Background: an optimization exercise with open tools, aiming at small area. Do not read the settings as production practice.
In this exercise RTL edits were held to simulation tests only and were not proved equivalent to the original.
No activity file was given, so power comes from the tool's default toggle rates.

v51:
## exec_core
module exec_core (
	input  logic                clk,
	input  logic                arst_n,
	input  cpu16_pkg::word_t    instr,
	input  logic                instr_valid,
	input  cpu16_pkg::word_t    pc,
	input  cpu16_pkg::word_t    mem_rdata,
	output cpu16_pkg::word_t    mem_addr,
	output cpu16_pkg::word_t    mem_wdata,
	output logic                mem_we,
	output logic                jump_taken,
	output cpu16_pkg::word_t    jump_target,
	output logic                wb_en_o,
	output cpu16_pkg::reg_idx_t wb_idx,
	output cpu16_pkg::word_t    wb_data,
	output cpu16_pkg::flags_t   flags
);
Settings: LEC_CHECK=0, ABC_AREA=1, CAP_MARGIN=20, CORE_MARGIN=2, CORE_UTILIZATION=40, SETUP_SLACK_MARGIN=0.3, SLEW_MARGIN=20; clock period 11.0 ns.
standard.sh (not shown) runs the stock make flow with config.mk's settings and CLKGATE_MAP_FILE= SYNTH_SCRIPT=/design/flow/synth_recipe.tcl, a recipe that flattens the netlist after the stock synthesis.
==> flow/flow/run.sh <==
#!/bin/bash
# The standard layout, with two changes: ABC maps the logic with an area-oriented script
# (flow/abc.script), and the port buffers are the smallest buffer cell.
set -euo pipefail
here=$(pwd)
rm -rf "$here/scripts_own"
cp -r "$FLOW_HOME/scripts" "$here/scripts_own"
cp "$here/flow/abc.script" "$here/scripts_own/abc_area.script"
cp "$here/flow/abc.script" "$here/scripts_own/abc_speed.script"
export SCRIPTS_DIR="$here/scripts_own"
export BUFFER_PORTS_ARGS="-buffer_cell sky130_fd_sc_hd__buf_1"
bash standard.sh > "$here/layout_make.log" 2>&1
==> flow/flow/abc.script <==
strash
&get -n
&st
&dch
&nf -R 1000
&put
diff inputs: v51 => v15
- setting CTS_BUF_LIST to sky130_fd_sc_hd__clkbuf_4 sky130_fd_sc_hd__clkbuf_8 for the first time
- changing SETUP_SLACK_MARGIN from 0.3 to 0.1
- changing CORE_UTILIZATION from 40 to 65
==> flow/flow/abc.script <==
strash
&get -n
&st
&dch
&nf -R 1000
&put
topo
stime -c
buffer -c
upsize -c
dnsize -c
Results
When v15 is measured against v51, its via count of the first global-routing pass turns out 3.1% higher.
Compared with v51, v15 shows final non-filler cell total lower by 137.
Compared with v51, v15 shows overall power consumption that has gone up slightly.
Lower sequential share of layout area was reported by v51, not v15.
Diff v51 -> v15: fmax barely changed, combined area of the multi-input logic cells barely changed, die outline width dropped 20%, CTS buffer count climbed about 56%, count of unresolved DRC violations after routing barely changed.
The flow did not stop early for v15: all stages ran, and the layout cleared the timing, DRC and antenna checks.
Per the comparison of v15 with v51, clock slew seen by the registers of the worst setup and hold paths was more or less identical, slew at the pin closest to its max-slew limit went down.
For v39, these inputs were changed with respect to v15:
- a change of CORE_UTILIZATION from 65 to 40
- a deleted CTS_BUF_LIST that had been sky130_fd_sc_hd__clkbuf_4 sky130_fd_sc_hd__clkbuf_8
- a change of SETUP_SLACK_MARGIN from 0.1 to 0.3
Findings:
Between v15 and v39, the maximum count of clock buffers along a single path figures differ only marginally. [compare] base=v15 new=v39: width of the die increased by 42 um relative to the old numbers, met1 track demand over resource decreased 23 points, clock network fraction of total power now sits lower, routed via count divided by cell count down about 13%, relative max-transition margin rose 4.1 points. Sort v39 and v15 by sequential share of power desc -> top: v39. Compared with v15, total power in v39 decreased by a few percent.

========
Another version of the RTL of exec_core (not shown whole).
For scale: about 1200 cells after synthesis, ~280 flip-flops, about 15000 sq um of cells after synthesis.
export LEC_CHECK = 0
export ABC_AREA = 1
export CAP_MARGIN = 20
export CORE_MARGIN = 2
export CORE_UTILIZATION = 40
export CTS_BUF_LIST = sky130_fd_sc_hd__clkbuf_8
export CTS_CLUSTER_DIAMETER = 60
export CTS_CLUSTER_SIZE = 16
export SETUP_SLACK_MARGIN = 0.3
export SLEW_MARGIN = 20
create_clock -name core_clock -period 11.0 [get_ports {clk}]
==> flow/flow/run.sh <==
#!/bin/bash
# The standard layout, with these changes: ABC maps the logic with an area-oriented script
# (flow/abc.script); the port buffers are the smallest buffer cell; clock tree synthesis adds
# no dummy loads; and after global routing the non-critical gates are downsized
# and slew and capacitance repaired again (flow/post_grt.tcl).
set -euo pipefail
here=$(pwd)
rm -rf "$here/scripts_own"
cp -r "$FLOW_HOME/scripts" "$here/scripts_own"
cp "$here/flow/abc.script" "$here/scripts_own/abc_area.script"
cp "$here/flow/abc.script" "$here/scripts_own/abc_speed.script"
export SCRIPTS_DIR="$here/scripts_own"
export BUFFER_PORTS_ARGS="-buffer_cell sky130_fd_sc_hd__buf_1"
export CTS_ARGS='-sink_clustering_enable -repair_clock_nets -buf_list {sky130_fd_sc_hd__clkbuf_4 sky130_fd_sc_hd__clkbuf_8} -sink_clustering_size 10 -sink_clustering_max_diameter 50 -dont_use_dummy_load'
export RECOVER_POWER=100
export POST_GLOBAL_ROUTE_TCL="$here/flow/post_grt.tcl"
bash standard.sh > "$here/layout_make.log" 2>&1
==> flow/flow/abc.script <==
strash
&get -n
&st
&dch
&nf -R 1000
&put
topo
stime -c
buffer -c
upsize -c
dnsize -c
==> flow/flow/post_grt.tcl <==
# After power recovery has downsized gates, repair the slew and capacitance it broke
global_route -start_incremental
repair_design_helper
detailed_placement
global_route -end_incremental
estimate_parasitics -global_routing
report_worst_slack
==> next run, changes <==
--- a/flow/flow/run.sh
+++ b/flow/flow/run.sh
@@ -13,3 +13,3 @@
 export BUFFER_PORTS_ARGS="-buffer_cell sky130_fd_sc_hd__buf_1"
-export CTS_ARGS='-sink_clustering_enable -repair_clock_nets -buf_list {sky130_fd_sc_hd__clkbuf_4 sky130_fd_sc_hd__clkbuf_8} -sink_clustering_size 10 -sink_clustering_max_diameter 50 -dont_use_dummy_load'
+export CTS_ARGS="-sink_clustering_enable -repair_clock_nets -buf_list sky130_fd_sc_hd__clkbuf_8 -sink_clustering_size 16 -sink_clustering_max_diameter 60 -dont_use_dummy_load"
 export RECOVER_POWER=100
Settings changed: CORE_UTILIZATION 40 to 55.
- The changed run ran to the end with no violations
- flip-flop and latch count is unchanged
- count of clock-buffer cells in the layout shrinks by 10
- total power shrinks by 3.9%
- wire length shrinks by about 1.6%
==> next run, changes <==
==> flow/flow/abc.script (replaced) <==
strash
&get -n
&st
&dch
&nf -R 1000
&put
Settings changed: CORE_UTILIZATION 55 to 40.
Outcome:
- power is higher slightly
- cell area grows slightly
- final cell count rose by a little under a tenth
- setup slack improved by 0.070 ns
- flip-flop and latch count is unchanged
- synthesized area falls by a few percent
- utilization went down by 14 points
==> next run, changes <==
==> flow/flow/abc.script (replaced) <==
strash
&get -n
&st
&dch
&nf -R 1000
&put
topo
stime -c
buffer -c
upsize -c
dnsize -c
Settings changed: SETUP_SLACK_MARGIN 0.3 to 0.05.
After rerunning:
- The changed run passed the timing, DRC and antenna checks
- cell area is about the same
- register-to-register slack gets worse by 0.20 ns
- core utilization drops by 2.2 points
- worst hold slack gets worse by 0.018 ns
- sequential power stays flat
- sequential cell count stays the same
- clock power barely changes
- global-route usage drops by 1.2 points

-- afterwards: timing with drivers on the ports --
The results above use ideal ports. As a check the final layouts listed here were re-extracted and re-timed, cells and wires unchanged. Step 1: set_driving_cell puts a clkbuf_16 on clk and a buf_2 on each other input, an assumption about the parent block. Step 2 times the ports against the registers' clock, not the clock port: input delays grow and output delays shrink by t, the midpoint of the rising clock arrivals with the driver on. Three values: ideal ports, drivers, drivers and shift; two values: the first two.
run | t (ns) | setup slack, ns | worst register clock-pin slew, ns
v51 | 0.586 | 0.762 / 0.725 / 0.609 | 0.07 / 0.07
v15 | 0.611 | 0.751 / 0.712 / 0.712 | 0.07 / 0.07
v39 | 0.587 | 0.784 / 0.742 / 0.742 | 0.07 / 0.07
the first run of note 2 | 0.617 | 0.549 / 0.518 / 0.518 | 0.08 / 0.08
the second run of note 2 | 0.575 | 0.386 / 0.355 / 0.355 | 0.10 / 0.10
the third run of note 2 | 0.583 | 0.456 / 0.408 / 0.408 | 0.10 / 0.10
the fourth run of note 2 | 0.583 | 0.459 / 0.436 / 0.436 | 0.10 / 0.10
After both steps setup and hold are still met in every run listed. The setup slack of v51, which loses most, moves by -0.037 ns with the drivers and by -0.153 ns with both steps.
